Optimization exercise on an open flow, not production practice. RTL: at most simulated, not proved equivalent. Function not checked: runs 2 to 7. Power: default activity.

## flow/run.sh

```bash
#!/bin/bash
# synth_recipe.tcl (not shown) runs the flow's synth.tcl, then flattens the netlist and writes it again
# the make line also repeats each setting of config.mk as NAME=value (left out here)
make -C /OpenROAD-flow-scripts/flow DESIGN_CONFIG=/design/flow/config.mk WORK_HOME=/design/flow/orfs CLKGATE_MAP_FILE= SYNTH_SCRIPT=/design/flow/synth_recipe.tcl finish
```

## flow/config.mk

```make
export PLATFORM = sky130hd
export DESIGN_NAME = rbt_send_top
export DESIGN_NICKNAME = rbt_send_top
export VERILOG_FILES = /design/flow/design.v
export SDC_FILE = /design/flow/constraint.sdc
export NUM_CORES = 4
export LEC_CHECK = 0
export ABC_CLOCK_PERIOD_IN_PS = 2500
export CAP_MARGIN = 20
export CORE_MARGIN = 2
export CORE_UTILIZATION = 50
export CTS_CLUSTER_DIAMETER = 100
export CTS_CLUSTER_SIZE = 30
export SETUP_SLACK_MARGIN = 3.0
export SLEW_MARGIN = 20
```

## flow/design.v

```verilog
`default_nettype none
module rbt_csr_regs (
    input  logic                       clk,
    input  logic                       rst,
    input  logic                       in_tvalid,
    input  logic                       in_tready,
    input  logic                       in_tlast,
    input  logic [16-1:0]     in_tuser,
    input  logic                       out_tvalid,
    input  logic                       out_tready,
    input  logic                       out_tlast,
    input  logic [16-1:0]     out_tuser,
    input  logic [16-1:0] wr_addr,
    input  logic [32-1:0] wr_data,
    input  logic                       wr_en,
    output logic                       wr_ack,
    input  logic [16-1:0] rd_addr,
    input  logic                       rd_en,
    output logic [32-1:0] rd_data,
    output logic                       rd_ack
);
    localparam logic [16-1:0] SCRATCH   = 16'h0000;
    localparam logic [16-1:0] CLEAR     = 16'h0004;
    localparam logic [16-1:0] IN_COUNT  = 16'h0010;
    localparam logic [16-1:0] IN_USER   = 16'h0014;
    localparam logic [16-1:0] OUT_COUNT = 16'h0018;
    localparam logic [16-1:0] OUT_USER  = 16'h001C;
    logic [16-1:0] wr_word;
    logic [16-1:0] rd_word;
    logic                   wr_go;
    logic                   rd_go;
    logic                   clear_hit;
    logic [32-1:0] rd_mux;
    logic [32-1:0] scratch;
    logic [32-1:0] in_count;
    logic [32-1:0] out_count;
    logic [16-1:0] in_user;
    logic [16-1:0] out_user;
    function automatic logic is_mapped(input logic [16-1:0] addr);
        case (addr)
            SCRATCH, CLEAR, IN_COUNT, IN_USER, OUT_COUNT, OUT_USER: is_mapped = 1'b1;
            default: is_mapped = 1'b0;
        endcase
    endfunction
    assign wr_word = ({wr_addr[16-1:2], 2'b00});
    assign rd_word = ({rd_addr[16-1:2], 2'b00});
    assign wr_go = wr_en && !wr_ack;
    assign rd_go = rd_en && !rd_ack;
    assign clear_hit = wr_go && (wr_word == CLEAR) && wr_data[0];
    always_comb begin
        case (rd_word)
            SCRATCH:   rd_mux = scratch;
            IN_COUNT:  rd_mux = in_count;
            IN_USER:   rd_mux = {16'h0000, in_user};
            OUT_COUNT: rd_mux = out_count;
            OUT_USER:  rd_mux = {16'h0000, out_user};
            default:   rd_mux = '0;
        endcase
    end
    always_ff @(posedge clk) begin
        if (rst) begin
            wr_ack <= 1'b0;
            rd_ack <= 1'b0;
            rd_data <= '0;
            scratch <= 32'h12345678;
        end else begin
            wr_ack <= wr_go && is_mapped(wr_word);
            rd_ack <= rd_go && is_mapped(rd_word);
            rd_data <= (rd_go && is_mapped(rd_word)) ? rd_mux : '0;
            if (wr_go && wr_word == SCRATCH) begin
                scratch <= wr_data;
            end
        end
    end
    always_ff @(posedge clk) begin
        if (rst || clear_hit) begin
            in_count <= '0;
            in_user <= '0;
            out_count <= '0;
            out_user <= '0;
        end else begin
            if (in_tvalid && in_tready && in_tlast) begin
                in_count <= in_count + 1'b1;
                in_user <= in_tuser;
            end
            if (out_tvalid && out_tready && out_tlast) begin
                out_count <= out_count + 1'b1;
                out_user <= out_tuser;
            end
        end
    end
endmodule
`default_nettype wire
`default_nettype none
module rbt_send_top (
    input  logic                       clk,
    input  logic                       rst,
    input  logic [64-1:0]     s_tdata,
    input  logic [8-1:0]     s_tkeep,
    input  logic                       s_tvalid,
    output logic                       s_tready,
    input  logic                       s_tlast,
    input  logic [16-1:0]     s_tuser,
    output logic [64-1:0]     m_tdata,
    output logic [8-1:0]     m_tkeep,
    output logic                       m_tvalid,
    input  logic                       m_tready,
    output logic                       m_tlast,
    output logic [16-1:0]     m_tuser,
    input  logic [16-1:0] csr_wr_addr,
    input  logic [32-1:0] csr_wr_data,
    input  logic                       csr_wr_en,
    output logic                       csr_wr_ack,
    input  logic [16-1:0] csr_rd_addr,
    input  logic                       csr_rd_en,
    output logic [32-1:0] csr_rd_data,
    output logic                       csr_rd_ack
);
    localparam int ROWS = 32 - 1;
    localparam int W = 64 + 8 + 1 + 16;
    localparam int SEQ_LO = 8 + 1 + 16 + 16;
    localparam int TLAST_B = 16;
    localparam int NFLOW = 16;
    localparam int HMAX = 3;
    logic [ROWS-1:0][W-1:0] mem;
    logic [ROWS-1:0] wr_oh;
    logic [ROWS-1:0] rd_oh;
    logic [4:0]      cnt;
    logic            rdy_q;
    logic            in_first;
    logic            hd_first;
    logic [W-1:0]    din;
    logic [W-1:0]    head;
    logic [W-1:0]    head_st;
    logic [W-1:0]    or_q;
    logic            or_valid;
    logic            push;
    logic            pop;
    logic            ld;
    logic            avail;
    logic            h1_valid;
    logic            h1_inc;
    logic [NFLOW-1:0] h1_oh;
    logic [15:0]     seq_ctr [NFLOW];
    logic [15:0]     seq_v;
    logic [15:0]     seq_rd;
    logic [15:0]     v_q;
    logic [15:0]     v_inc;
    logic [NFLOW-1:0] wb_oh;
    logic            fwd;
    logic [16:0]     sq [HMAX];
    logic [1:0]      sq_cnt;
    logic            sq_push;
    logic            sq_pop;
    logic [16:0]     sq_new;
    assign din = {s_tdata, s_tkeep, s_tlast, s_tuser};
    assign push = s_tvalid && rdy_q;
    assign s_tready = rdy_q;
    genvar gi;
    generate
        for (gi = 0; gi < ROWS; gi++) begin : g_row
            always_ff @(posedge clk) begin
                if (wr_oh[gi] && rdy_q) begin
                    mem[gi] <= din;
                end
            end
        end
    endgenerate
    always_comb begin
        head = '0;
        for (int i = 0; i < ROWS; i++) begin
            head = head | (mem[i] & {W{rd_oh[i]}});
        end
        head_st = head;
        if (hd_first && sq[0][16]) begin
            head_st[SEQ_LO +: 16] = sq[0][15:0];
        end
    end
    assign avail = (cnt != 5'd0) && (!hd_first || (sq_cnt != 2'd0));
    assign ld = !or_valid || m_tready;
    assign pop = ld && avail;
    assign sq_push = h1_valid;
    assign sq_pop = pop && hd_first;
    always_comb begin
        seq_rd = '0;
        for (int i = 0; i < NFLOW; i++) begin
            seq_rd = seq_rd | (seq_ctr[i] & {16{h1_oh[i]}});
        end
    end
    assign fwd = |(h1_oh & wb_oh);
    assign seq_v = fwd ? v_inc : seq_rd;
    assign sq_new = {h1_inc, seq_v};
    logic [4:0] cnt_n;
    logic [1:0] sq_cnt_n;
    logic       in_first_n;
    logic       h1_valid_n;
    assign cnt_n = cnt + {4'd0, push} - {4'd0, pop};
    assign sq_cnt_n = sq_cnt + {1'b0, sq_push} - {1'b0, sq_pop};
    assign in_first_n = push ? s_tlast : in_first;
    assign h1_valid_n = push && in_first;
    always_ff @(posedge clk) begin
        if (rst) begin
            wr_oh <= {{(ROWS-1){1'b0}}, 1'b1};
            rd_oh <= {{(ROWS-1){1'b0}}, 1'b1};
            cnt <= '0;
            rdy_q <= 1'b1;
            in_first <= 1'b1;
            hd_first <= 1'b1;
            or_valid <= 1'b0;
            h1_valid <= 1'b0;
            sq_cnt <= '0;
        end else begin
            if (push) begin
                wr_oh <= {wr_oh[ROWS-2:0], wr_oh[ROWS-1]};
            end
            if (pop) begin
                rd_oh <= {rd_oh[ROWS-2:0], rd_oh[ROWS-1]};
                hd_first <= head[TLAST_B];
            end
            cnt <= cnt_n;
            in_first <= in_first_n;
            rdy_q <= (cnt_n != ROWS[4:0]) &&
                     !(in_first_n && ({2'b00, h1_valid_n} + {1'b0, sq_cnt_n} >= 3'(HMAX)));
            if (ld) begin
                or_valid <= avail;
            end
            h1_valid <= h1_valid_n;
            sq_cnt <= sq_cnt_n;
        end
    end
    always_ff @(posedge clk) begin
        for (int i = 0; i < NFLOW; i++) begin
            h1_oh[i] <= (s_tdata[3:0] == 4'(i));
        end
        h1_inc <= !s_tdata[8];
    end
    always_ff @(posedge clk) begin
        v_q <= seq_v;
        for (int i = 0; i < NFLOW; i++) begin
            wb_oh[i] <= !rst && h1_valid && h1_inc && h1_oh[i];
        end
    end
    assign v_inc = v_q + 16'd1;
    always_ff @(posedge clk) begin
        for (int i = 0; i < NFLOW; i++) begin
            if (rst) begin
                seq_ctr[i] <= '0;
            end else if (wb_oh[i]) begin
                seq_ctr[i] <= v_inc;
            end
        end
    end
    always_ff @(posedge clk) begin
        for (int k = 0; k < HMAX; k++) begin
            if (sq_pop) begin
                if (k == HMAX - 1) begin
                    if (sq_push && sq_cnt == 2'(k + 1)) sq[k] <= sq_new;
                end else if (sq_push && sq_cnt == 2'(k + 1)) begin
                    sq[k] <= sq_new;
                end else begin
                    sq[k] <= sq[k + 1];
                end
            end else if (sq_push && sq_cnt == 2'(k)) begin
                sq[k] <= sq_new;
            end
        end
    end
    always_ff @(posedge clk) begin
        if (rst) begin
            or_q <= '0;
        end else if (ld) begin
            or_q <= head_st;
        end
    end
    assign m_tvalid = or_valid;
    assign {m_tdata, m_tkeep, m_tlast, m_tuser} = or_q;
    rbt_csr_regs csr_regs_inst (
        .clk        (clk),
        .rst        (rst),
        .in_tvalid  (s_tvalid),
        .in_tready  (rdy_q),
        .in_tlast   (s_tlast),
        .in_tuser   (s_tuser),
        .out_tvalid (or_valid),
        .out_tready (m_tready),
        .out_tlast  (or_q[TLAST_B]),
        .out_tuser  (or_q[16-1:0]),
        .wr_addr    (csr_wr_addr),
        .wr_data    (csr_wr_data),
        .wr_en      (csr_wr_en),
        .wr_ack     (csr_wr_ack),
        .rd_addr    (csr_rd_addr),
        .rd_en      (csr_rd_en),
        .rd_data    (csr_rd_data),
        .rd_ack     (csr_rd_ack)
    );
endmodule
`default_nettype wire
```

## flow/constraint.sdc

```tcl
create_clock -name core_clock -period 5.5 [get_ports {clk}]
set_input_delay 1.1000 -clock core_clock [delete_from_list [all_inputs] [get_ports {clk}]]
set_output_delay 1.1000 -clock core_clock [all_outputs]
set_load 0.01 [all_outputs]
```

==> notes.md, run 1 <==
io pins=284; fin. max-slew vios=0; Synth top cells by count=edfxtp_1, dfxtp_1, a221oi_1, a22o_1, nor2_1; Final setup viols=0; # H-tree levels=4; Ys Warns=4; largest net degree at the start of global routing=184; layout cells sized above 1=10.92%; die footprint=0.2515 mm²; status=no timing/DRC/antenna violations; fmax=359.3 MHz; Placer Congestion=0.7921; CTS tree=done; Final Hold Fails=0; Hold Path Class=reg2reg; register area=0.09714 mm²; GRT Util Overall=32.91%; Post-DP HPWL=194100 µm; Arr. time, crit path=3.53 ns; antenna violations before repair=26; post-DR wirelength/cell=38.11 µm; initial core utilization=50.31%; relative slew slack=15.47%; Syn Inst Count=7698; Mapped Nets=7871; DR pass1 iterations=8; Die W=501.5 µm; Synth Flop Type=edfxtp_1; clock insertion delay at the later pin of the skew report=0.85 ns; # fillers=19308; measured slew at the worst slew-check pin=1.268 ns; remaining antenna violation count after routing=0; total negative slack=0 ns; CP Max Fanout=2; critical path, cell by cell=inv_2 -> ha_4 -> nor4b_4 -> a21o_1 -> nand2b_4 -> inv_12 -> ha_4 -> inv_2 -> ha_4 -> fa_2 -> buf_4 -> buf_6 -> xnor2_2 -> nor3_1 -> a21oi_1; Synth area leader=edfxtp_1; register area share after synthesis=78.25%; num rows=182; first-pass GRT wire length=579800 µm; Leak Pwr=42.08 nW; EDFF count, synth=2793; CP required=6.25 ns; clk sink count=3440; vias per cell=7.020; kind of critical path=reg2reg; most numerous cell in the Yosys netlist=edfxtp_1; DRT iter0 DRCs=12084; PortBufs=279; Post-Synthesis Cell Area=0.1237 mm²; vias in the first global route=72685; peak supply drop=0.0003443 V; Clk pin slew, worst setup/hold paths=0.11 ns; cell at the slowest stage of the critical path=fa_2; multi-input logic area=0.02549 mm²; Root Driver=clkbuf_16; total CTS buffers=137; final core utilization=55.33%; Avg Cell Area, Syn=16.07 µm²; max incr delay on CP=0.36 ns; DRT Wirelength=425000 µm; final worst-path cycle share=50.61%; FF+latch count, synth=3440; Final min period=2.784 ns; nets=7988; CTS hold repair buffers=0; RSZ-0062 raised after global routing=true; total gr overflow=0; power per cell area=349.4 mW/mm²; Max Root-Sink Buffers=3; Synth area leaders=edfxtp_1, dfxtp_1, a221oi_1; ys async rst share=0%; Die Y-Extent=501.5 µm; drt drc=0; Layout area overhead=9.968%; vias post-DR=78293; area share of the largest cell type after synthesis=67.78%; Yosys cell types=45; Max-Cap Viols=0; Worst Skew=0.04364 ns; Worst setup SP type=flop; Core Region=0.2459 mm²; crit end category=flop; cell mode on critical path=ha_4
## area by class of cell
type | instances | share of cell area [%]
antenna | 13 | 0.02391
clock buffer | 219 | 2.847
clock inverter | 25 | 0.2096
inverter | 27 | 0.1048
multi-input combinational | 3690 | 18.73
sequential | 3440 | 71.38
tap | 3220 | 2.961
timing repair buffer | 517 | 3.723
timing repair inverter | 2 | 0.01471
## cells in the final DEF (no fill, tap or decap), types with 20 or more instances in the layout
master | synthesis | final
a222oi_1 | 32 | 32
nand4_1 | 203 | 203
dfxtp_1 | 647 | 517
clkbuf_1 | 392 | 75
clkdlybuf4s50_1 | 0 | 139
o21ai_0 | 42 | 41
and2_4 | 0 | 32
inv_1 | 26 | 20
a21oi_1 | 216 | 213
buf_4 | 0 | 159
nor3_1 | 166 | 142
and4_1 | 23 | 21
a22oi_1 | 366 | 366
nand3_1 | 125 | 125
edfxtp_1 | 2793 | 2793
buf_6 | 0 | 48
a221oi_1 | 561 | 561
buf_2 | 4 | 103
nand2_1 | 369 | 367
nor2_1 | 450 | 445
clkbuf_16 | 0 | 143
xnor2_1 | 28 | 26
dfxtp_4 | 0 | 60
mux2_2 | 54 | 51
a211oi_1 | 241 | 241
buf_12 | 0 | 54
a22o_1 | 544 | 544
xor2_1 | 47 | 44
dfxtp_2 | 0 | 70
## worst max-delay path: cells and delay by family (launching register included)
kind            cells  cell delay, ns
xor+xnor            1            0.13
simple gates        3            0.64
fa+ha+maj           4            0.88
flops               1            0.34
buf+inv             5            0.42
compound gates      2            0.26
## path summary, 6_finish.rpt
kind,start,endpoint,slack [ns],depth (start not counted)
worst max-delay path,cnt[2],rdy_q,2.72,15
worst min-delay path,or_q[48],or_q[48],0.45,2
worst max register to register,cnt[2],rdy_q,2.72,15
worst min register to register,or_q[48],or_q[48],0.45,2
## routing by layer
layer  wire (µm)  vias up  track usage [%]
li1            -    31258                -
met1      164200    40983            46.81
met2      197400     5250            52.63
met3       49020      780            5.376
met4       14200       22            9.374
met5         140        -                0
## registers in the layout (all words and copies together) (netlist names), 5 cells and up
| name | flops |
|---|---|
| rd_oh | 31 |
| csr_regs_inst.in_count | 32 |
| csr_regs_inst.scratch | 32 |
| seq_ctr | 256 |
| csr_regs_inst.rd_data | 32 |
| wr_oh | 31 |
| cnt | 5 |
| csr_regs_inst.out_count | 32 |
| mem | 2759 |
| wb_oh | 16 |
| sq | 51 |
| csr_regs_inst.in_user | 16 |
| or_q | 89 |
| csr_regs_inst.out_user | 16 |
| v_q | 16 |
| h1_oh | 16 |
## through the flow
stage | cells | total power [mW] | cell area [µm²] | hold slack, ns | setup WS, ns
after floorplan | 7698 | 32.21 | 124100 | 0.4310 | 2.356
after global placement | 10815 | 34.66 | 130800 | 0.4385 | 1.170
after detailed placement | 10816 | 34.73 | 130800 | 0.4428 | 1.175
after CTS | 11120 | 47.46 | 135700 | 0.4563 | 2.735
after global routing | 11147 | 48.75 | 136100 | 0.4719 | 2.612
final | 11153 | 47.54 | 136100 | 0.4535 | 2.716
## what timing repair did
action | in CTS | in global routing
buffers inserted | 46 | 12
endpoints found under the setup margin | 1132 | 428
cloned | 14 | 8
pin swaps | 20 | 17
gates resized for setup | 749 | 50
## power breakdown
part           internal (mW)  switching (mW)  leakage [nW]  total [mW]
Sequential              29.0           0.649          30.6        29.7
Clock                   5.03            7.99          1.98        13.0
Combinational           1.71            3.12          9.52        4.82
## kinds of logic after synthesis
logic type                 count (synthesis)  synth area share, %
and+or+nand+nor                         1464                5.541
AOI/OAI and AO/OA                       2041                13.06
buffers and inverters                    585                1.779
xor gates and xnor gates                  75               0.5309
adders and majority gates                 14               0.1476
muxes                                     79               0.6936
DFF                                     3440                78.25
Testbench counts, summed over its fixed seeds: cycles 16,415.
==> run 2, diff against run 1 <==
--- a/flow/design.v
+++ b/flow/design.v
@@ -145,7 +145,2 @@
     logic [15:0]     seq_v;
-    logic [15:0]     seq_rd;
-    logic [15:0]     v_q;
-    logic [15:0]     v_inc;
-    logic [NFLOW-1:0] wb_oh;
-    logic            fwd;
     logic [16:0]     sq [HMAX];
@@ -184,9 +179,7 @@
     always_comb begin
-        seq_rd = '0;
+        seq_v = '0;
         for (int i = 0; i < NFLOW; i++) begin
-            seq_rd = seq_rd | (seq_ctr[i] & {16{h1_oh[i]}});
-        end
-    end
-    assign fwd = |(h1_oh & wb_oh);
-    assign seq_v = fwd ? v_inc : seq_rd;
+            seq_v = seq_v | (seq_ctr[i] & {16{h1_oh[i]}});
+        end
+    end
     assign sq_new = {h1_inc, seq_v};
@@ -237,9 +230,2 @@
     always_ff @(posedge clk) begin
-        v_q <= seq_v;
-        for (int i = 0; i < NFLOW; i++) begin
-            wb_oh[i] <= !rst && h1_valid && h1_inc && h1_oh[i];
-        end
-    end
-    assign v_inc = v_q + 16'd1;
-    always_ff @(posedge clk) begin
         for (int i = 0; i < NFLOW; i++) begin
@@ -247,4 +233,4 @@
                 seq_ctr[i] <= '0;
-            end else if (wb_oh[i]) begin
-                seq_ctr[i] <= v_inc;
+            end else if (h1_valid && h1_inc && h1_oh[i]) begin
+                seq_ctr[i] <= seq_v + 16'd1;
             end
@@ -268,5 +254,3 @@
     always_ff @(posedge clk) begin
-        if (rst) begin
-            or_q <= '0;
-        end else if (ld) begin
+        if (ld) begin
             or_q <= head_st;
==> flow/config.mk (replaced) <==
export PLATFORM = sky130hd
export DESIGN_NAME = rbt_send_top
export DESIGN_NICKNAME = rbt_send_top
export VERILOG_FILES = /design/flow/design.v
export SDC_FILE = /design/flow/constraint.sdc
export NUM_CORES = 4
export LEC_CHECK = 0
export CAP_MARGIN = 20
export CORE_MARGIN = 2
export CORE_UTILIZATION = 40
export SLEW_MARGIN = 20
==> run 2 against run 1 <==
Against the previous run:
- clock skew increased by 0.048 ns
- critical path depth is 6 lower
- global-route usage decreased by 6.6 points
- sequential power up 1%
- area after synthesis is 0.83% higher
- highest routed layer unchanged
- final cell count rose by 13%
- critical path type unchanged
- largest cell class unchanged
- still clean on timing, DRC and antenna
==> notes.md, run 2 <==
DRT iter0 DRCs=12455; CP Max Fanout=19; Die W=562.5 µm; ys async rst share=0%; PortBufs=279; commonest non-fill, non-tap cell in the layout=edfxtp_1; register area share after synthesis=77.80%; status=no timing/DRC/antenna violations; Final setup viols=0; first-pass GRT wire length=591600 µm; DP Area=0.1327 mm²; Synth Flop Type=edfxtp_1; num rows=205; Arr. time, crit path=4.83 ns; final worst slack=1.368 ns; vias post-DR=79811; most numerous cell in the Yosys netlist=edfxtp_1; clock insertion delay at the later pin of the skew report=0.92 ns; io pins=284; drt drc=0; post-DR wirelength/cell=34.20 µm; Leak Pwr=45.15 nW; Post-Synthesis Cell Area=0.1248 mm²; Worst Skew=0.09183 ns; relative slew slack=20.55%; CTS tree=done; RSZ-0062 raised after global routing=false; Ys Warns=4; top flop regs=mem (2759), seq_ctr (256), or_q (89); Placer Congestion=0.8377; clk sink count=3408; total CTS buffers=349; kind of critical path=reg2reg; fin. max-slew vios=0; initial core utilization=40.10%; max incr delay on CP=0.99 ns; layout cells sized above 1=9.937%; total negative slack=0 ns; power per cell area=407.7 mW/mm²; Clk pin slew, worst setup/hold paths=0.06 ns; Worst setup SP type=flop; Layout area overhead=15.44%; Largest register FFs=2759; vias in the first global route=75592; Syn Inst Count=7902; Avg Cell Area, Syn=15.79 µm²; peak supply drop=0.0003226 V; Hold Path Class=reg2reg; measured slew at the worst slew-check pin=1.192 ns; commonest non-fill, non-tap cells in the layout=edfxtp_1, a22oi_1, nand2_1, dfxtp_1, clkbuf_16; EDFF count, synth=2882; Synth area leaders=edfxtp_1, dfxtp_1, a22oi_1; Synth top cells by count=edfxtp_1, a22oi_1, nand2_1, dfxtp_1, clkbuf_1; CTS hold repair buffers=0; Placement Setup Slack=1.014 ns; nets=8323; Yosys cell types=60; remaining antenna violation count after routing=0; largest reg by FF count=mem; Core Region=0.3111 mm²; Final min period=4.132 ns; Die Y-Extent=562.5 µm; Synth area leader=edfxtp_1; GRT Util Overall=26.34%; Max-Cap Viols=0; Max Root-Sink Buffers=4; DRT Wirelength=430500 µm; antenna violations before repair=58; area share of the largest cell type after synthesis=69.36%; Final Hold Fails=0; Final Cell Area=0.1440 mm²; cell at the slowest stage of the critical path=dfxtp_1; Root Driver=clkbuf_16; Mapped Nets=8075; CP required=6.19 ns; vias per cell=6.341; # H-tree levels=5; fmax=242.0 MHz; post-CTS setup buffers=0; crit end category=flop; FF+latch count, synth=3408; DR pass1 iterations=9; Post-DP HPWL=207400 µm; final worst-path cycle share=75.14%; Post-CTS Resized=0; critical path, cell by cell=buf_4 -> a22o_1 -> a221oi_1 -> and4_1 -> nor2_1 -> nand3b_1 -> buf_8 -> o21ai_0 -> o311ai_0; largest net degree at the start of global routing=137; die footprint=0.3164 mm²; total gr overflow=0
run 2: cell type report:
| cell class | instances | area (µm²) |
|---|---|---|
| Clock buffer | 428 | 9369 |
| Timing Repair Buffer | 461 | 4720 |
| Sequential cell | 3408 | 97190 |
| Clock inverter | 196 | 1908 |
| Multi-Input combinational cell | 3908 | 25530 |
| Antenna cell | 24 | 60.06 |
| Tap cell | 4140 | 5180 |
| Inverter | 22 | 82.58 |
| Fill cell | 26367 | 167100 |
run 2: worst paths after layout:
path,start,to,slack [ns],cells past startpoint
min reg2reg,seq_ctr[15][4],seq_ctr[15][4],0.45,2
max reg2reg,h1_oh[9],seq_ctr[12][14],1.37,9
max,h1_oh[9],seq_ctr[12][14],1.37,9
min,seq_ctr[15][4],seq_ctr[15][4],0.45,2
run 2: logic make-up (layout without fill, tap and decap cells):
| family | after synthesis | count (layout) | share of synthesized area [%] |
|---|---|---|---|
| adders and majority gates | 14 | 14 | 0.1464 |
| xor gates and xnor gates | 65 | 65 | 0.4623 |
| muxes | 68 | 68 | 0.5796 |
| and+or+nand+nor | 1736 | 1736 | 6.950 |
| buffers and inverters | 586 | 1107 | 1.908 |
| other | 0 | 24 | 0 |
| AOI/OAI and AO/OA | 2025 | 2025 | 12.15 |
| DFF | 3408 | 3408 | 77.80 |
run 2: critical path, delay by kind of cell, from the launching register on:
kind                   cells  cell delay [ns]
AND/OR/NAND/NOR            3             1.68
AO/OA/AOI/OAI              4             0.55
flip-flops                 1             0.99
buffers and inverters      2             0.72
run 2: per-stage QoR:
step / util, % / instances / hold slack [ns] / total power, mW
final: 46.30 / 12587 / 0.4539 / 58.73
after global routing: 46.29 / 12575 / 0.4669 / 60.25
after CTS: 46.28 / 12563 / 0.4542 / 58.87
after detailed placement: 42.66 / 11939 / 0.4460 / 35.67
after global placement: 42.64 / 11936 / 0.4404 / 35.64
after floorplan: - / 7902 / 0.4334 / 32.52
run 2: where the power goes:
part           leakage, nW  total (mW)  internal (mW)  switching (mW)
Sequential            30.5        30.1           29.3           0.818
Combinational         9.15        5.10           1.89            3.21
Clock                 5.52        23.5           13.5            10.0
run 2: per-layer routing:
layer  track usage [%]  share of wire, %  up-vias
met5                 0             0.055        -
met4             8.781               3.4       36
met3             5.123                12      916
met2             41.92                46     5571
met1             36.26                38    40952
li1                  -                 -    32336
==> run 3, diff against run 2 <==
--- a/flow/config.mk
+++ b/flow/config.mk
@@ -7,2 +7,3 @@
 export LEC_CHECK = 0
+export ABC_CLOCK_PERIOD_IN_PS = 2200
 export CAP_MARGIN = 20
@@ -10,2 +11,3 @@
 export CORE_UTILIZATION = 40
+export SETUP_SLACK_MARGIN = 3.3
 export SLEW_MARGIN = 20
==> run 3 against run 2 <==
Against the previous run:
- synthesized cell count stayed put
- register-to-register slack better by 1.2 ns
- via count is 14% higher
- combinational power is 32% higher
- first-iteration DRC count is 38% higher
==> notes.md, run 3 <==
register area=0.09730 mm²; Post-DP HPWL=209400 µm; EDFF count, synth=2882; most numerous cell in the Yosys netlist=edfxtp_1; vias in the first global route=82646; Synth Flop Type=edfxtp_1; PortBufs=279; kind of critical path=reg2out; measured slew at the worst slew-check pin=1.207 ns; RSZ-0062 raised after global routing=true; Max Root-Sink Buffers=4; clk sink count=3408; Synth area leader=edfxtp_1; nets=9035; commonest non-fill, non-tap cell in the layout=edfxtp_1; register area share after synthesis=77.80%; io pins=284; top flop regs=mem (2759), seq_ctr (256), or_q (89); Core Region=0.3111 mm²; CTS hold repair buffers=0; Die W=562.5 µm; crit end category=output pin; peak supply drop=0.0003235 V; initial core utilization=40.10%; vias post-DR=90955; Crit path max-delay family=flip-flops; ys async rst share=0%; Pwr Total=60.28 mW; CP Max Fanout=1; Avg Cell Area, Syn=15.79 µm²; Hold Path Class=reg2reg; Layout area overhead=27.79%; Clk pin slew, worst setup/hold paths=0.06 ns; CTS tree=done; r2r setup slk=2.54 ns; DR pass1 iterations=7; fin. max-slew vios=0; DP Area=0.1329 mm²; Leak Pwr=53.26 nW; Synth area leaders=edfxtp_1, dfxtp_1, a22oi_1; Largest register FFs=2759; Crit path buffers/inverters=1; die footprint=0.3164 mm²; Final setup viols=0; max incr delay on CP=0.72 ns; vias per cell=6.824; largest reg by FF count=mem; multi-input logic area=0.03064 mm²; Synth top cells by count=edfxtp_1, a22oi_1, nand2_1, dfxtp_1, clkbuf_1; critical path, cell by cell=buf_6; Final min period=2.985 ns; area share of the largest cell type after synthesis=69.36%; clock insertion delay at the later pin of the skew report=0.99 ns; final worst-path cycle share=54.28%; antenna violations before repair=73; Root Driver=clkbuf_16; DRT Wirelength=531700 µm; relative slew slack=19.29%; Mapped Nets=8075; remaining antenna violation count after routing=0; Placement Setup Slack=0.9281 ns; first-pass GRT wire length=689800 µm; layout cells sized above 1=27.20%; worst hold slack=0.4583 ns; total gr overflow=0; final std cells w/o fill=13328; fmax=335.0 MHz; Syn Inst Count=7902; Die Y-Extent=562.5 µm; total CTS buffers=345; Ys Warns=4; drt drc=0; GRT Util Overall=31.50%; Worst setup SP type=flop; Max-Cap Viols=0; status=no timing/DRC/antenna violations; final worst slack=2.515 ns; num rows=205; Final Hold Fails=0; DRT iter0 DRCs=17172; Final Cell Area=0.1594 mm²; Yosys cell types=60; FF+latch count, synth=3408; Placer Congestion=0.8332; Post-Synthesis Cell Area=0.1248 mm²; Worst Skew=0.1167 ns; power per cell area=378.0 mW/mm²; final core utilization=51.25%; total negative slack=0 ns; post-DR wirelength/cell=39.90 µm; commonest non-fill, non-tap cells in the layout=edfxtp_1, a22oi_1, nand2_1, dfxtp_1, clkbuf_16; # fillers=24532; cell at the slowest stage of the critical path=edfxtp_1; # H-tree levels=5; placed insts=11950; Arr. time, crit path=1.89 ns; CP required=4.40 ns; largest net degree at the start of global routing=182
run 3: kinds of logic (layout without fill, tap and decap cells):
logic type / count (synthesis) / after routing / share of synthesized area [%]
flops: 3408 / 3408 / 77.80
other cells: 0 / 41 / 0
fa+ha+maj: 14 / 14 / 0.1464
mux: 68 / 68 / 0.5796
simple gates: 1736 / 1786 / 6.950
xor+xnor: 65 / 65 / 0.4623
compound gates: 2025 / 2032 / 12.15
buf+inv: 586 / 1774 / 1.908
run 3: layer usage:
metal	GRT usage (%)	vias to the layer above	part of all wire (%)
met5	0.09036	-	0.072
met4	18.44	48	7.8
met3	8.911	2366	15
met2	47.29	8864	43
met1	40.84	45709	34
li1	-	33968	-
run 3: area by class of cell:
cell class                      count  share of cell area (%)
Inverter                           22                 0.06356
Antenna cell                       41                 0.06435
Timing Repair Buffer             1120                   9.344
Clock buffer                      439                   5.786
Multi-Input combinational cell   3965                   19.21
Sequential cell                  3408                   61.03
Clock inverter                    193                   1.253
Tap cell                         4140                   3.249
run 3: final timing paths:
kind / start / cells past startpoint / to
setup / recovery: or_q[27] / 1 / m_tdata[2]
hold / removal: seq_ctr[12][3] / 2 / seq_ctr[12][3]
setup reg to reg: h1_oh[9] / 15 / seq_ctr[12][11]
hold reg to reg: seq_ctr[12][3] / 2 / seq_ctr[12][3]
run 3: power by group:
group          switching [mW]  internal [mW]  leakage [nW]
Sequential              0.697           29.3          30.5
Combinational            4.14           2.59          17.3
Clock                    10.4           13.2          5.46
Total                    15.3           45.0          53.3
run 3: timing repair:
item	in CTS	in global routing
resized for setup	1548	736
endpoints found under the setup margin	2561	827
pin swaps	354	358
buffers inserted	423	111
cloned	145	26
==> run 4, diff against run 3 <==
--- a/flow/design.v
+++ b/flow/design.v
@@ -32,2 +32,4 @@
     logic                   clear_hit;
+    logic                   in_hit;
+    logic                   out_hit;
     logic [32-1:0] rd_mux;
@@ -38,2 +40,4 @@
     logic [16-1:0] out_user;
+    logic                   in_zero;
+    logic                   out_zero;
     function automatic logic is_mapped(input logic [16-1:0] addr);
@@ -49,2 +53,4 @@
     assign clear_hit = wr_go && (wr_word == CLEAR) && wr_data[0];
+    assign in_hit = in_tvalid && in_tready && in_tlast;
+    assign out_hit = out_tvalid && out_tready && out_tlast;
     always_comb begin
@@ -52,6 +58,6 @@
             SCRATCH:   rd_mux = scratch;
-            IN_COUNT:  rd_mux = in_count;
-            IN_USER:   rd_mux = {16'h0000, in_user};
-            OUT_COUNT: rd_mux = out_count;
-            OUT_USER:  rd_mux = {16'h0000, out_user};
+            IN_COUNT:  rd_mux = in_zero ? '0 : in_count;
+            IN_USER:   rd_mux = in_zero ? '0 : {16'h0000, in_user};
+            OUT_COUNT: rd_mux = out_zero ? '0 : out_count;
+            OUT_USER:  rd_mux = out_zero ? '0 : {16'h0000, out_user};
             default:   rd_mux = '0;
@@ -75,16 +81,18 @@
     always_ff @(posedge clk) begin
-        if (rst || clear_hit) begin
-            in_count <= '0;
-            in_user <= '0;
-            out_count <= '0;
-            out_user <= '0;
+        if (rst) begin
+            in_zero <= 1'b1;
+            out_zero <= 1'b1;
         end else begin
-            if (in_tvalid && in_tready && in_tlast) begin
-                in_count <= in_count + 1'b1;
-                in_user <= in_tuser;
-            end
-            if (out_tvalid && out_tready && out_tlast) begin
-                out_count <= out_count + 1'b1;
-                out_user <= out_tuser;
-            end
+            in_zero <= clear_hit || (in_zero && !in_hit);
+            out_zero <= clear_hit || (out_zero && !out_hit);
+        end
+    end
+    always_ff @(posedge clk) begin
+        if (in_hit) begin
+            in_count <= in_zero ? 32'd1 : in_count + 1'b1;
+            in_user <= in_tuser;
+        end
+        if (out_hit) begin
+            out_count <= out_zero ? 32'd1 : out_count + 1'b1;
+            out_user <= out_tuser;
         end
@@ -145,2 +153,8 @@
     logic [15:0]     seq_v;
+    logic [15:0]     seq_rd;
+    logic [15:0]     v_q;
+    logic [15:0]     v_inc;
+    logic [NFLOW-1:0] wb_oh;
+    logic [NFLOW-1:0] seq_wr;
+    logic            fwd;
     logic [16:0]     sq [HMAX];
@@ -157,3 +171,3 @@
             always_ff @(posedge clk) begin
-                if (wr_oh[gi] && rdy_q) begin
+                if (wr_oh[gi]) begin
                     mem[gi] <= din;
@@ -179,7 +193,9 @@
     always_comb begin
-        seq_v = '0;
+        seq_rd = '0;
         for (int i = 0; i < NFLOW; i++) begin
-            seq_v = seq_v | (seq_ctr[i] & {16{h1_oh[i]}});
+            seq_rd = seq_rd | (seq_ctr[i] & {16{h1_oh[i] && seq_wr[i]}});
         end
     end
+    assign fwd = |(h1_oh & wb_oh);
+    assign seq_v = fwd ? v_inc : seq_rd;
     assign sq_new = {h1_inc, seq_v};
@@ -189,3 +205,18 @@
     logic       h1_valid_n;
-    assign cnt_n = cnt + {4'd0, push} - {4'd0, pop};
+    logic       full;
+    logic       full_n;
+    logic       c30;
+    logic       p2;
+    logic       p3;
+    logic       p3_n;
+    logic [4:0] cnt_up;
+    logic [4:0] cnt_dn;
+    assign full = (cnt == ROWS[4:0]);
+    assign c30 = (cnt == 5'(ROWS - 1));
+    assign cnt_up = cnt + 5'd1;
+    assign cnt_dn = cnt - 5'd1;
+    assign p2 = (({1'b0, h1_valid} + {1'b0, sq_cnt}) == 3'd2);
+    assign p3 = (({1'b0, h1_valid} + {1'b0, sq_cnt}) == 3'd3);
+    assign cnt_n = (push && !pop) ? cnt_up : ((pop && !push) ? cnt_dn : cnt);
+    assign full_n = !pop && (full || (push && c30));
     assign sq_cnt_n = sq_cnt + {1'b0, sq_push} - {1'b0, sq_pop};
@@ -193,2 +224,3 @@
     assign h1_valid_n = push && in_first;
+    assign p3_n = (p3 && !(sq_pop && !h1_valid_n)) || (p2 && h1_valid_n && !sq_pop);
     always_ff @(posedge clk) begin
@@ -205,3 +237,7 @@
         end else begin
-            if (push) begin
+            if (full_n) begin
+                wr_oh <= '0;
+            end else if (full) begin
+                wr_oh <= rd_oh;
+            end else if (push) begin
                 wr_oh <= {wr_oh[ROWS-2:0], wr_oh[ROWS-1]};
@@ -214,4 +250,3 @@
             in_first <= in_first_n;
-            rdy_q <= (cnt_n != ROWS[4:0]) &&
-                     !(in_first_n && ({2'b00, h1_valid_n} + {1'b0, sq_cnt_n} >= 3'(HMAX)));
+            rdy_q <= !full_n && !(in_first_n && p3_n);
             if (ld) begin
@@ -230,7 +265,21 @@
     always_ff @(posedge clk) begin
+        v_q <= seq_v;
+        for (int i = 0; i < NFLOW; i++) begin
+            wb_oh[i] <= !rst && h1_valid && h1_inc && h1_oh[i];
+        end
+    end
+    assign v_inc = v_q + 16'd1;
+    always_ff @(posedge clk) begin
         for (int i = 0; i < NFLOW; i++) begin
             if (rst) begin
-                seq_ctr[i] <= '0;
-            end else if (h1_valid && h1_inc && h1_oh[i]) begin
-                seq_ctr[i] <= seq_v + 16'd1;
+                seq_wr[i] <= 1'b0;
+            end else if (wb_oh[i]) begin
+                seq_wr[i] <= 1'b1;
+            end
+        end
+    end
+    always_ff @(posedge clk) begin
+        for (int i = 0; i < NFLOW; i++) begin
+            if (wb_oh[i]) begin
+                seq_ctr[i] <= v_inc;
             end
@@ -254,3 +303,5 @@
     always_ff @(posedge clk) begin
-        if (ld) begin
+        if (rst) begin
+            or_q <= '0;
+        end else if (ld) begin
             or_q <= head_st;
--- a/flow/config.mk
+++ b/flow/config.mk
@@ -7,7 +7,9 @@
 export LEC_CHECK = 0
-export ABC_CLOCK_PERIOD_IN_PS = 2200
+export ABC_CLOCK_PERIOD_IN_PS = 2500
 export CAP_MARGIN = 20
 export CORE_MARGIN = 2
-export CORE_UTILIZATION = 40
-export SETUP_SLACK_MARGIN = 3.3
+export CORE_UTILIZATION = 50
+export CTS_CLUSTER_DIAMETER = 100
+export CTS_CLUSTER_SIZE = 25
+export SETUP_SLACK_MARGIN = 3.0
 export SLEW_MARGIN = 20
==> run 4 against run 3 <==
Against the previous run:
- power fell by 19%
- highest routed layer unchanged
- still clean on timing, DRC and antenna
- clock-buffer cell count fell by 159
- non-clock buffer count fell by 589
- cell area fell by 13%
- first-iteration DRC count fell by 29%
- sequential power barely moved
- flip-flop and latch count rose by 50
==> notes.md, run 4 <==
total gr overflow=0; CP Depth=6; Final setup viols=0; Final Hold Fails=0; Worst Skew=0.04608 ns; area share of the largest cell type after synthesis=75.59%; WHS Endpoint=or_q[47]; DRT Wirelength=427900 µm; cell at the slowest stage of the critical path=dfxtp_4; Crit path max-delay family=compound AO/OA/AOI/OAI gates; initial core utilization=50.24%; io pins=284; Post-DP HPWL=201100 µm; Yosys cell types=62; Max-Cap Viols=0; remaining antenna violation count after routing=0; Clk pin slew, worst setup/hold paths=0.11 ns; total negative slack=0 ns; CP Max Fanout=73; Crit path buffers/inverters=1; ys async rst share=0%; Core Region=0.2487 mm²; DR pass1 iterations=6; Synth top cells by count=edfxtp_1, a221oi_1, a22o_1, nand3_1, a22oi_1; Worst R2R End=or_q[54]; num rows=183; proportion of power drawn by the clock network=28.1%; antenna violations before repair=27; Largest register FFs=2759; Root Driver=clkbuf_16; largest reg by FF count=mem; fmax=378.0 MHz; commonest non-fill, non-tap cells in the layout=edfxtp_1, a221oi_1, a22o_1, nand3_1, a22oi_1; relative slew slack=18.85%; CTS tree=done; RSZ-0062 raised after global routing=true; FF+latch count, synth=3458; post-DR wirelength/cell=38.85 µm; Leak Pwr=42.95 nW; Final Cell Area=0.1380 mm²; kind of critical path=reg2reg; critical path, cell by cell=buf_12 -> a22o_1 -> a221oi_1 -> nand4_1 -> o221ai_1 -> a21oi_1; EDFF count, synth=3145; vias post-DR=76980; Ys Warns=4; crit end category=flop; # H-tree levels=4; hold-critical path depth=2; most numerous cell in the Yosys netlist=edfxtp_1; final worst-path cycle share=48.11%; top flop regs=mem (2759), seq_ctr (256), or_q (89); power per cell area=354.4 mW/mm²; Sw Share=24.55%; vias in the first global route=71896; r2r setup slk=2.85 ns; reg2reg path depth=6; internal power=36.91 mW; clk sink count=3458; clock insertion delay at the later pin of the skew report=0.88 ns; register area share after synthesis=80.61%; Synth area leaders=edfxtp_1, dfxtp_1, a221oi_1; Die W=503.9 µm; status=no timing/DRC/antenna violations; die footprint=0.2539 mm²; measured slew at the worst slew-check pin=1.217 ns; Final min period=2.646 ns; sequential power share=61.7%; fin. max-slew vios=0; # fillers=19344; peak supply drop=0.0003132 V; drt drc=0; Arr. time, crit path=3.39 ns; final core utilization=55.51%; Comb power frac=10.2%; Hold Path Class=reg2reg; GRT Util Overall=32.77%; DP Area=0.1324 mm²; Synth Flop Type=edfxtp_1; first-pass GRT wire length=584200 µm; Psw=12.01 mW; Syn Inst Count=7331; Synth area leader=edfxtp_1; max incr delay on CP=0.51 ns; Placer Congestion=0.8096; PortBufs=279; nets=7708; Mapped Nets=7502; Layout area overhead=10.49%; layout cells sized above 1=11.04%; multi-input logic area=0.02265 mm²; total CTS buffers=157; register area=0.1012 mm²; Worst setup SP type=flop; Die Y-Extent=503.9 µm; R2R Path Start=rd_oh[30]; Max Root-Sink Buffers=3; hold_sp=or_q[47]; DRT iter0 DRCs=12229; vias per cell=6.989; largest net degree at the start of global routing=84; Post-Synthesis Cell Area=0.1249 mm²; Avg Cell Area, Syn=17.04 µm²; CP required=6.25 ns; CTS hold repair buffers=0; commonest non-fill, non-tap cell in the layout=edfxtp_1
## run 4: cell count changes after synthesis, sizes merged, moves of 74 or more
cell	change
nor3	+145
nand4	+102
o21ai	-90
nand3	+81
a22o	+221
clkbuf	-95
nand2	-243
dfxtp	-213
edfxtp	+263
a21oi	-101
a221oi	+254
nand3b	-110
or4	-74
a22oi	-554
## run 4: tightest hold or removal path, cell delays in order, from the launching register on
cell	delay, ns
dfxtp_2	0.33
nand2_1	0.05
a21oi_1	0.05
## run 4: final cells by class
type                       instances  share of cell area [%]
tap                             3330                   3.018
inverter                          25                 0.09427
sequential                      3458                   73.32
timing repair buffer             531                   3.743
clock buffer                     280                   3.219
clock inverter                    14                  0.1795
antenna                           12                 0.02175
multi-input combinational       3364                   16.41
## run 4: metal layers
| layer | up-vias | global-route usage (%) | part of all wire [%] |
|---|---|---|---|
| li1 | 30327 | - | - |
| met1 | 40538 | 45.15 | 37 |
| met2 | 5233 | 53.53 | 48 |
| met3 | 856 | 5.460 | 11 |
| met4 | 26 | 10.53 | 3.9 |
| met5 | - | 0 | 0.036 |
## run 4: stage by stage
stage / cells / setup WS [ns] / hold slack, ns / power, mW
floorplan: 7331 / 2.436 / 0.4360 / 32.72
global placement: 10642 / 1.269 / 0.4391 / 35.17
detailed placement: 10644 / 1.402 / 0.4434 / 35.25
CTS: 10982 / 2.901 / 0.4530 / 48.80
global route: 11010 / 2.856 / 0.4776 / 50.20
finish: 11014 / 2.854 / 0.4529 / 48.92
## run 4: worst max path at each step
stage	slack, ns	endpoint	startpoint
after global routing	2.86	cnt[4]	cnt[1]
after floorplan	2.44	cnt[4]	m_tready
final	2.85	or_q[54]	rd_oh[30]
after CTS	2.90	s_tready	rdy_q
after global placement	1.27	wr_oh[26]	m_tready
after detailed placement	1.40	sq[2][8]	m_tready
## run 4: cell families (layout without fill, tap and decap cells)
| logic type | Yosys count | in the layout | synth area share (%) |
|---|---|---|---|
| simple gates | 1575 | 1577 | 6.173 |
| compound gates | 1667 | 1667 | 10.68 |
| buf+inv | 511 | 850 | 1.583 |
| mux | 36 | 36 | 0.3185 |
| fa+ha+maj | 12 | 12 | 0.1262 |
| flops | 3458 | 3458 | 80.61 |
| xor+xnor | 72 | 72 | 0.5048 |
| other cells | 0 | 12 | 0 |
## run 4: what timing repair did
action,CTS,global route
endpoints found under the setup margin,381,192
gates resized for setup,765,36
setup buffers,42,19
pin swaps,10,10
cloned,2,1
## run 4: power by group through the flow
stage / Clock [mW] / Combinational [mW] / Sequential, mW
floorplan: 0 / 2.39 / 30.3
global placement: 0 / 4.46 / 30.7
detailed placement: 0 / 4.53 / 30.7
CTS: 13.8 / 4.81 / 30.2
global route: 14.7 / 5.27 / 30.2
finish: 13.8 / 4.97 / 30.2
==> run 5, diff against run 4 <==
--- a/flow/design.v
+++ b/flow/design.v
@@ -195,3 +195,3 @@
         for (int i = 0; i < NFLOW; i++) begin
-            seq_rd = seq_rd | (seq_ctr[i] & {16{h1_oh[i] && seq_wr[i]}});
+            seq_rd = seq_rd | (seq_ctr[i] & {16{h1_oh[i]}});
         end
@@ -282,3 +282,5 @@
         for (int i = 0; i < NFLOW; i++) begin
-            if (wb_oh[i]) begin
+            if (rst) begin
+                seq_ctr[i] <= '0;
+            end else if (wb_oh[i]) begin
                 seq_ctr[i] <= v_inc;
--- a/flow/config.mk
+++ b/flow/config.mk
@@ -13,2 +13,3 @@
 export CTS_CLUSTER_SIZE = 25
+export PLACE_DENSITY = 0.72
 export SETUP_SLACK_MARGIN = 3.0
==> run 5 against run 4 <==
Against the previous run:
- still clean
- sequential power shrank 1%
- synthesized cell count grew 2.9%
- sequential share of layout area shrank 1.6 points
- first-iteration DRC count grew 25%
- area after synthesis shrank 0.58%
- via count grew 3.1%
- critical endpoint is now cnt[4]
==> notes.md, run 5 <==
status=no timing/DRC/antenna violations; DRT iter0 DRCs=15235; CP Max Fanout=4; Synth area leaders=edfxtp_1, dfxtp_1, a221oi_1; antenna violations before repair=47; measured slew at the worst slew-check pin=1.289 ns; PortBufs=279; FF+latch count, synth=3442; remaining antenna violation count after routing=0; layout cells sized above 1=10.86%; commonest non-fill, non-tap cells in the layout=edfxtp_1, a221oi_1, a22o_1, nor2_1, dfxtp_1; Layout area overhead=10.46%; crit end category=flop; vias post-DR=79353; clk sink count=3442; Synth top cells by count=edfxtp_1, a221oi_1, dfxtp_1, a22o_1, nor2_1; final core utilization=55.68%; Die W=502.4 µm; Max Root-Sink Buffers=3; first-pass GRT wire length=566200 µm; post-DR wirelength/cell=36.84 µm; largest reg by FF count=mem; Avg Cell Area, Syn=16.46 µm²; CTS tree=done; CP required=6.30 ns; initial core utilization=50.41%; # fillers=18673; Arr. time, crit path=3.43 ns; Final min period=2.627 ns; Placer Congestion=0.8562; Mapped Nets=7717; Core Region=0.2464 mm²; Root Driver=clkbuf_16; Worst Skew=0.05237 ns; total CTS buffers=155; metal3 WL=67190 µm; vias in the first global route=73886; Post-Synthesis Cell Area=0.1242 mm²; Worst setup SP type=flop; Largest register FFs=2759; final worst-path cycle share=47.77%; Hold Path Class=reg2reg; total negative slack=0 ns; num rows=182; area share of the largest cell type after synthesis=69.85%; relative slew slack=14.06%; uppermost layer routed=met5; Clk pin slew, worst setup/hold paths=0.10 ns; nets=7845; fin. max-slew vios=0; Met2 Wirelength=186700 µm; Synth area leader=edfxtp_1; io pins=284; power per cell area=351.3 mW/mm²; die footprint=0.2524 mm²; Post-DP HPWL=190900 µm; RSZ-0062 raised after global routing=true; top flop regs=mem (2759), seq_ctr (256), or_q (89); most numerous cell in the Yosys netlist=edfxtp_1; total gr overflow=0; Syn Inst Count=7546; Final Hold Fails=0; vias per cell=7.124; met1 WL=138500 µm; commonest non-fill, non-tap cell in the layout=edfxtp_1; kind of critical path=reg2reg; largest net degree at the start of global routing=230; EDFF count, synth=2889; register area share after synthesis=78.76%; DRT Wirelength=410300 µm; drt drc=0; ys async rst share=0%; Leak Pwr=42.19 nW; CTS hold repair buffers=0; DR pass1 iterations=6; Yosys cell types=56; fmax=380.6 MHz; Ys Warns=4; clock insertion delay at the later pin of the skew report=0.89 ns; GRT Util Overall=31.73%; Final setup viols=0; # H-tree levels=4; Die Y-Extent=502.4 µm; peak supply drop=0.0004427 V; Synth Flop Type=edfxtp_1; Max-Cap Viols=0
==> run 5: cell count changes in the layout (fill, tap and decap cells not counted), sizes merged, moves of 18 or more <==
cell / change
nand4: -63
nor2: +207
dfxtp: +240
nand3: -270
a211oi: +234
mux2: +33
buf: -26
nand2: -56
diode: +19
o211ai: +18
a221oi: +51
edfxtp: -256
a22o: +69
a21oi: -24
==> run 5: layout make-up <==
cell class	count	area [µm²]	area share, %
antenna	31	77.57	0.05654
clock buffer	266	4369	3.185
multi-input combinational	3549	24750	18.04
inverter	15	63.81	0.04651
tap	3312	4144	3.020
sequential	3442	98340	71.67
timing repair buffer	511	5275	3.845
clock inverter	13	188.9	0.1377
==> run 5: per-stage QoR <==
stage	setup WS, ns	area, µm²	std cells	hold slack (ns)	power (mW)
floorplan	2.435	124400	7546	0.4360	32.29
global placement	1.248	131200	10759	0.4462	34.71
detailed placement	1.250	131200	10760	0.4494	34.81
CTS	2.887	136500	11087	0.4606	47.86
global route	2.791	137200	11123	0.4806	49.38
finish	2.873	137200	11139	0.4579	48.20
==> run 5: kinds of logic (layout without fill, tap and decap cells) <==
logic type	Yosys count	in the layout	synth area share (%)
simple gates	1367	1369	5.150
other cells	0	31	0
xor+xnor	76	76	0.5359
fa+ha+maj	12	12	0.1269
flops	3442	3442	78.76
mux	84	84	0.7283
compound gates	2008	2008	12.98
buf+inv	557	805	1.716
==> run 5: critical path: stages (launching register included) <==
cell and delay, ns:
dfxtp_2 0.37, nor2_2 0.32, a22o_4 0.23, nor2_4 0.07, inv_2 0.09, ha_4 0.16, inv_4 0.06, fa_2 0.36
a21o_1 0.19, a21oi_2 0.14, xnor2_1 0.08, or3_1 0.31, a21oi_1 0.16
==> run 5: final timing paths <==
kind	cells after the start	slack [ns]	end	startpoint
max reg2reg	12	2.87	cnt[4]	cnt[2]
max	12	2.87	cnt[4]	cnt[2]
min reg2reg	2	0.46	or_q[46]	or_q[46]
min	2	0.46	or_q[46]	or_q[46]
==> run 5: metal layers <==
layer | up-vias | GRT usage (%)
met5 | - | 0
met4 | 40 | 12.07
met3 | 1201 | 8.490
met2 | 7266 | 49.25
met1 | 39870 | 43.03
li1 | 30976 | -
==> run 5: power breakdown <==
group          switching (mW)  internal (mW)  total, mW  leakage, nW
Combinational            3.16           1.83       4.99         9.24
Sequential              0.761           29.0       29.8         30.8
Clock                    7.89           5.53       13.4         2.17
Total                    11.8           36.4       48.2         42.2
==> run 5: repair_timing <==
action	CTS	global route
pin swaps	7	12
setup endpoints to repair	409	218
setup buffers	46	18
gates cloned	2	2
resized for setup	782	87
==> run 6, diff against run 5 <==
--- a/flow/config.mk
+++ b/flow/config.mk
@@ -10,6 +10,5 @@
 export CORE_MARGIN = 2
-export CORE_UTILIZATION = 50
+export CORE_UTILIZATION = 55
 export CTS_CLUSTER_DIAMETER = 100
 export CTS_CLUSTER_SIZE = 25
-export PLACE_DENSITY = 0.72
 export SETUP_SLACK_MARGIN = 3.0
==> run 6 against run 5 <==
Against the previous run:
- largest power group unchanged
- clock-buffer cell count is 5 lower
- clock power hardly changed
- fmax is 2.2% higher
- highest routed layer unchanged
- first-iteration DRC count is 17% lower
- still clean on timing, DRC and antenna
==> notes.md, run 6 <==
status=no timing/DRC/antenna violations; nets=7849; crit end category=output pin; CTS tree=done; first-pass GRT wire length=585200 µm; total gr overflow=0; Ys Warns=4; drt drc=0; DRT iter0 DRCs=12675; vias per cell=7.274; io pins=284; Mapped Nets=7717; uppermost layer routed=met5; RSZ-0062 raised after global routing=true; total CTS buffers=156; Crit path max-delay family=flip-flops; total negative slack=0 ns; Max Root-Sink Buffers=3; DRT Wirelength=430200 µm; die footprint=0.2296 mm²; largest net degree at the start of global routing=154; DR pass1 iterations=6; initial core utilization=55.28%; register area share after synthesis=78.76%; Layout area overhead=9.945%; remaining antenna violation count after routing=0; kind of critical path=reg2out; CP Max Fanout=3; max incr delay on CP=0.43 ns; antenna violations before repair=32; fmax=388.9 MHz; Die W=479.2 µm; CP required=4.40 ns; Placer Congestion=0.8066; Synth area leaders=edfxtp_1, dfxtp_1, a221oi_1; PortBufs=279; Arr. time, crit path=1.47 ns; vias in the first global route=73045; GRT Util Overall=36.52%; num rows=174; FF+latch count, synth=3442; Largest register FFs=2759; Syn Inst Count=7546; CTS hold repair buffers=0; Final Hold Fails=0; commonest non-fill, non-tap cell in the layout=edfxtp_1; clock insertion delay at the later pin of the skew report=0.88 ns; Worst Skew=0.02711 ns; Max-Cap Viols=0; Leak Pwr=42.23 nW; Worst setup SP type=flop; peak supply drop=0.0003856 V; top flop regs=mem (2759), seq_ctr (256), or_q (89); Final min period=2.571 ns; Post-Synthesis Cell Area=0.1242 mm²; largest reg by FF count=mem; fin. max-slew vios=0; worst hold slack=0.4576 ns; measured slew at the worst slew-check pin=1.303 ns; Crit path buffers/inverters=1; # H-tree levels=4; Clk pin slew, worst setup/hold paths=0.10 ns; post-DR wirelength/cell=39.84 µm; Root Driver=clkbuf_16; relative slew slack=13.15%; critical path, cell by cell=clkbuf_2; commonest non-fill, non-tap cells in the layout=edfxtp_1, a221oi_1, a22o_1, nor2_1, dfxtp_1; Synth area leader=edfxtp_1; Met2 Wirelength=201300 µm; Post-DP HPWL=193700 µm; Hold Path Class=reg2reg; Avg Cell Area, Syn=16.46 µm²; metal3 WL=52350 µm; most numerous cell in the Yosys netlist=edfxtp_1; Final setup viols=0; power per cell area=354.1 mW/mm²; cell at the slowest stage of the critical path=dfxtp_4; clk sink count=3442; Core Region=0.2247 mm²; Synth Flop Type=edfxtp_1; Synth top cells by count=edfxtp_1, a221oi_1, dfxtp_1, a22o_1, nor2_1; EDFF count, synth=2889; vias post-DR=78548; ys async rst share=0%; Yosys cell types=56; layout cells sized above 1=10.90%; area share of the largest cell type after synthesis=69.85%; final worst-path cycle share=46.75%; met1 WL=160500 µm; Die Y-Extent=479.2 µm
[run 6: cell counts after synthesis]
Identical to the previous run, type by type.
[run 6: final timing paths]
check,cells past startpoint,slack (ns),to,startpoint
setup / recovery,1,2.93,m_tuser[13],or_q[13]
hold / removal,2,0.46,or_q[41],or_q[41]
setup reg to reg,13,2.97,cnt[4],cnt[4]
hold reg to reg,2,0.46,or_q[41],or_q[41]
[run 6: kinds of logic after synthesis]
| family | count (synthesis) | share of synthesized area [%] |
|---|---|---|
| xor gates and xnor gates | 76 | 0.5359 |
| adders and majority gates | 12 | 0.1269 |
| DFF | 3442 | 78.76 |
| and+or+nand+nor | 1367 | 5.150 |
| buffers and inverters | 557 | 1.716 |
| muxes | 84 | 0.7283 |
| AOI/OAI and AO/OA | 2008 | 12.98 |
[run 6: power by group]
group / internal (mW) / switching, mW
sequential: 29.0 / 0.770
combinational: 1.81 / 3.06
clock: 5.67 / 8.03
total: 36.5 / 11.9
[run 6: per-layer routing]
layer	up-vias	GRT usage, %
li1	30957	-
met1	41115	51.07
met2	5581	58.32
met3	875	6.868
met4	20	11.95
met5	-	0
[run 6: layout make-up]
type,count,area [µm²]
Clock inverter,10,132.6
Timing Repair Buffer,516,5210
Multi-Input combinational cell,3547,24600
Fill cell,16677,88120
Antenna cell,16,40.04
Sequential cell,3442,98320
Inverter,15,61.31
Tap cell,2992,3744
Clock buffer,261,4447
[run 6: timing repair]
| item | in CTS | in global routing |
|---|---|---|
| buffers inserted | 36 | 12 |
| gates cloned | 2 | 1 |
| setup endpoints to repair | 391 | 148 |
| gates resized for setup | 786 | 53 |
| pin swaps | 6 | 6 |
[run 6: through the flow]
stage	worst slack [ns]	total power, mW	util (%)	std cells	area, µm²
4_1_cts	2.771	48.26	60.61	10769	136200
2_1_floorplan	2.435	32.29	-	7546	124400
3_5_place_dp	1.492	34.80	58.25	10460	130900
6_report	2.929	48.36	60.78	10799	136600
5_1_grt	2.860	49.56	60.77	10794	136500
3_3_place_gp	1.463	34.72	58.25	10460	130900
==> run 7, diff against run 6 <==
--- a/flow/design.v
+++ b/flow/design.v
@@ -135,3 +135,4 @@
     logic [ROWS-1:0] rd_oh;
-    logic [4:0]      cnt;
+    logic            full_q;
+    logic            ne_q;
     logic            rdy_q;
@@ -157,5 +158,6 @@
     logic [NFLOW-1:0] wb_oh;
-    logic [NFLOW-1:0] seq_wr;
     logic            fwd;
     logic [16:0]     sq [HMAX];
+    logic [HMAX-1:0] sq_wp;
+    logic [HMAX-1:0] sq_rp;
     logic [1:0]      sq_cnt;
@@ -164,2 +166,3 @@
     logic [16:0]     sq_new;
+    logic [16:0]     sq_head;
     assign din = {s_tdata, s_tkeep, s_tlast, s_tuser};
@@ -182,8 +185,12 @@
         end
+        sq_head = '0;
+        for (int k = 0; k < HMAX; k++) begin
+            sq_head = sq_head | (sq[k] & {17{sq_rp[k]}});
+        end
         head_st = head;
-        if (hd_first && sq[0][16]) begin
-            head_st[SEQ_LO +: 16] = sq[0][15:0];
+        if (hd_first && sq_head[16]) begin
+            head_st[SEQ_LO +: 16] = sq_head[15:0];
         end
     end
-    assign avail = (cnt != 5'd0) && (!hd_first || (sq_cnt != 2'd0));
+    assign avail = ne_q && (!hd_first || (sq_cnt != 2'd0));
     assign ld = !or_valid || m_tready;
@@ -201,9 +208,9 @@
     assign sq_new = {h1_inc, seq_v};
-    logic [4:0] cnt_n;
-    logic [1:0] sq_cnt_n;
+    logic [ROWS-1:0] wr_nx;
+    logic [ROWS-1:0] rd_nx;
+    logic       one;
+    logic       c30;
+    logic       full_n;
     logic       in_first_n;
     logic       h1_valid_n;
-    logic       full;
-    logic       full_n;
-    logic       c30;
     logic       p2;
@@ -211,13 +218,9 @@
     logic       p3_n;
-    logic [4:0] cnt_up;
-    logic [4:0] cnt_dn;
-    assign full = (cnt == ROWS[4:0]);
-    assign c30 = (cnt == 5'(ROWS - 1));
-    assign cnt_up = cnt + 5'd1;
-    assign cnt_dn = cnt - 5'd1;
+    assign wr_nx = {wr_oh[ROWS-2:0], wr_oh[ROWS-1]};
+    assign rd_nx = {rd_oh[ROWS-2:0], rd_oh[ROWS-1]};
+    assign one = |(wr_oh & rd_nx);
+    assign c30 = |(wr_nx & rd_oh);
     assign p2 = (({1'b0, h1_valid} + {1'b0, sq_cnt}) == 3'd2);
     assign p3 = (({1'b0, h1_valid} + {1'b0, sq_cnt}) == 3'd3);
-    assign cnt_n = (push && !pop) ? cnt_up : ((pop && !push) ? cnt_dn : cnt);
-    assign full_n = !pop && (full || (push && c30));
-    assign sq_cnt_n = sq_cnt + {1'b0, sq_push} - {1'b0, sq_pop};
+    assign full_n = !pop && (full_q || (push && c30));
     assign in_first_n = push ? s_tlast : in_first;
@@ -229,3 +232,4 @@
             rd_oh <= {{(ROWS-1){1'b0}}, 1'b1};
-            cnt <= '0;
+            full_q <= 1'b0;
+            ne_q <= 1'b0;
             rdy_q <= 1'b1;
@@ -236,2 +240,4 @@
             sq_cnt <= '0;
+            sq_wp <= {{(HMAX-1){1'b0}}, 1'b1};
+            sq_rp <= {{(HMAX-1){1'b0}}, 1'b1};
         end else begin
@@ -239,12 +245,13 @@
                 wr_oh <= '0;
-            end else if (full) begin
+            end else if (full_q) begin
                 wr_oh <= rd_oh;
             end else if (push) begin
-                wr_oh <= {wr_oh[ROWS-2:0], wr_oh[ROWS-1]};
+                wr_oh <= wr_nx;
             end
             if (pop) begin
-                rd_oh <= {rd_oh[ROWS-2:0], rd_oh[ROWS-1]};
+                rd_oh <= rd_nx;
                 hd_first <= head[TLAST_B];
             end
-            cnt <= cnt_n;
+            full_q <= full_n;
+            ne_q <= push || (ne_q && !(pop && one));
             in_first <= in_first_n;
@@ -255,3 +262,9 @@
             h1_valid <= h1_valid_n;
-            sq_cnt <= sq_cnt_n;
+            sq_cnt <= sq_cnt + {1'b0, sq_push} - {1'b0, sq_pop};
+            if (sq_push) begin
+                sq_wp <= {sq_wp[HMAX-2:0], sq_wp[HMAX-1]};
+            end
+            if (sq_pop) begin
+                sq_rp <= {sq_rp[HMAX-2:0], sq_rp[HMAX-1]};
+            end
         end
@@ -274,11 +287,2 @@
             if (rst) begin
-                seq_wr[i] <= 1'b0;
-            end else if (wb_oh[i]) begin
-                seq_wr[i] <= 1'b1;
-            end
-        end
-    end
-    always_ff @(posedge clk) begin
-        for (int i = 0; i < NFLOW; i++) begin
-            if (rst) begin
                 seq_ctr[i] <= '0;
@@ -291,11 +295,3 @@
         for (int k = 0; k < HMAX; k++) begin
-            if (sq_pop) begin
-                if (k == HMAX - 1) begin
-                    if (sq_push && sq_cnt == 2'(k + 1)) sq[k] <= sq_new;
-                end else if (sq_push && sq_cnt == 2'(k + 1)) begin
-                    sq[k] <= sq_new;
-                end else begin
-                    sq[k] <= sq[k + 1];
-                end
-            end else if (sq_push && sq_cnt == 2'(k)) begin
+            if (sq_push && sq_wp[k]) begin
                 sq[k] <= sq_new;
==> run 7 against run 6 <==
Against the previous run:
- wire length increased by 1.8%
- clock-buffer cell count fell by 2
- first-iteration DRC count increased by 7.8%
- sequential power fell by 2%
- power down 6.0%
- flip-flop and latch count increased by 3
- hold slack worse by 0.0028 ns
- clock power is essentially flat
- highest routed layer unchanged
- non-clock buffer count is 79 higher
- clock skew rose by 0.016 ns
==> notes.md, run 7 <==
area share of the largest cell type after synthesis=70.16%; initial core utilization=55.30%; Root Driver=clkbuf_16; clk sink count=3445; num rows=174; CTS tree=done; CP Depth=1; largest net degree at the start of global routing=236; remaining antenna violation count after routing=0; layout cells sized above 1=11.23%; PortBufs=279; fin. max-slew vios=0; vias in the first global route=73567; nets=7970; kind of critical path=reg2out; Crit path max-delay family=flip-flops; final worst-path cycle share=47.01%; cell at the slowest stage of the critical path=dfxtp_4; Synth Flop Type=edfxtp_1; drt drc=0; Final Hold Fails=0; GRT Util Overall=37.21%; DRT iter0 DRCs=13668; Syn Inst Count=7598; most numerous cell in the Yosys netlist=edfxtp_1; total CTS buffers=156; Leak Pwr=42.51 nW; Max Root-Sink Buffers=3; crit end category=output pin; Die W=479.5 µm; Yosys cell types=52; peak supply drop=0.0003266 V; commonest non-fill, non-tap cells in the layout=edfxtp_1, a22oi_1, a22o_1, a221oi_1, nor2_1; Mapped Nets=7764; relative slew slack=17.35%; commonest non-fill, non-tap cell in the layout=edfxtp_1; vias post-DR=79376; final core utilization=61.13%; hold-critical path depth=2; ys async rst share=0%; Synth area leader=edfxtp_1; Placer Congestion=0.8145; top flop regs=mem (2759), seq_ctr (256), or_q (89); fmax=386.7 MHz; Largest register FFs=2759; critical path, cell by cell=buf_6; # H-tree levels=4; largest reg by FF count=mem; RSZ-0062 raised after global routing=true; Crit path buffers/inverters=1; antenna violations before repair=30; CP required=4.40 ns; status=no timing/DRC/antenna violations; register area share after synthesis=78.84%; post-DR wirelength/cell=40.07 µm; power per cell area=330.7 mW/mm²; total negative slack=0 ns; r2r setup slk=2.97 ns; Post-DP HPWL=199100 µm; FF+latch count, synth=3445; Synth area leaders=edfxtp_1, dfxtp_1, a22oi_1; Max-Cap Viols=0; CP Max Fanout=2; Final min period=2.586 ns; CTS hold repair buffers=0; Synth top cells by count=edfxtp_1, a22oi_1, dfxtp_1, a22o_1, a221oi_1; Final setup viols=0; Ys Warns=4; DRT Wirelength=437800 µm; max incr delay on CP=0.48 ns; Worst setup SP type=flop; io pins=284; Post-Synthesis Cell Area=0.1244 mm²; Arr. time, crit path=1.49 ns; EDFF count, synth=2906; clock insertion delay at the later pin of the skew report=0.90 ns; first-pass GRT wire length=594700 µm; measured slew at the worst slew-check pin=1.238 ns; vias per cell=7.266; Worst Skew=0.04325 ns; die footprint=0.2299 mm²; Die Y-Extent=479.5 µm; Core Region=0.2249 mm²; total gr overflow=0; Clk pin slew, worst setup/hold paths=0.10 ns; Hold Path Class=reg2reg; Avg Cell Area, Syn=16.37 µm²; DR pass1 iterations=8; reg2reg path depth=6; Layout area overhead=10.53%
==> run 7: cell count changes after synthesis, moves of 28 or more <==
cell,change
nand3_1,+32
a221oi_1,-94
nand2_1,-60
o21ai_0,+79
a311oi_1,-30
a21oi_1,+65
clkbuf_1,+28
a22oi_1,+199
a22o_1,-78
buf_1,-39
==> run 7: worst reg2reg max path, cell delays in order (launching register included) <==
cell	delay, ns
dfxtp_4	0.54
buf_4	0.39
a22o_1	0.32
a221oi_1	0.26
nand4_1	0.21
nor3_4	0.52
a21oi_1	0.15
==> run 7: worst paths after layout <==
check,startpoint,endpoint
worst min-delay path,csr_regs_inst.scratch[22],csr_regs_inst.rd_data[22]
worst max-delay path,or_q[88],m_tdata[63]
worst min register to register,csr_regs_inst.scratch[22],csr_regs_inst.rd_data[22]
worst max register to register,rd_oh[23],or_q[45]
==> run 7: power by group <==
part           switching, mW  internal [mW]  leakage, nW
combinational           1.82          0.892         9.61
sequential             0.373           28.7         30.7
clock                   8.07           5.60         2.20
total                   10.3           35.2         42.5
==> run 7: cells by family (layout without fill, tap and decap cells) <==
group | after synthesis | after routing | synth area share, %
AOI/OAI and AO/OA | 2148 | 2148 | 13.34
xor gates and xnor gates | 67 | 67 | 0.4718
adders and majority gates | 7 | 7 | 0.07042
buffers and inverters | 568 | 894 | 1.760
DFF | 3445 | 3445 | 78.84
muxes | 62 | 62 | 0.5302
other | 0 | 9 | 0
and+or+nand+nor | 1301 | 1301 | 4.985
==> run 7: metal layers <==
metal | vias up | global-route usage (%) | part of all wire [%]
li1 | 31296 | - | -
met4 | 34 | 12.89 | 4.3
met2 | 5888 | 58.75 | 46
met3 | 1009 | 8.089 | 13
met1 | 41149 | 51.56 | 37
met5 | - | 0.1450 | 0.055
==> run 7: timing repair <==
item | CTS | global route
setup buffers | 67 | 30
resized for setup | 756 | 26
setup endpoints to repair | 332 | 153
gates cloned | 8 | 3
pin swaps | 10 | 6
==> run 7: area by class of cell <==
cell class / count / area [µm²]
Clock inverter: 19 / 231.5
Clock buffer: 259 / 4364
Tap cell: 2992 / 3744
Timing Repair inverter: 2 / 12.51
Antenna cell: 9 / 22.52
Multi-Input combinational cell: 3585 / 24440
Timing Repair Buffer: 595 / 6073
Sequential cell: 3445 / 98500
Inverter: 19 / 80.08
Fill cell: 16541 / 87430
==> run 7: per-stage QoR <==
stage	total power, mW	cells	worst slack [ns]	hold WS, ns	cell area (µm²)
2_1_floorplan	30.51	7598	2.780	0.4321	124500
3_3_place_gp	32.09	10526	1.579	0.4395	131000
3_5_place_dp	32.14	10529	1.568	0.4496	131000
4_1_cts	45.39	10882	2.735	0.4601	137000
5_1_grt	46.51	10920	2.881	0.4772	137500
6_report	45.45	10925	2.914	0.4548	137500
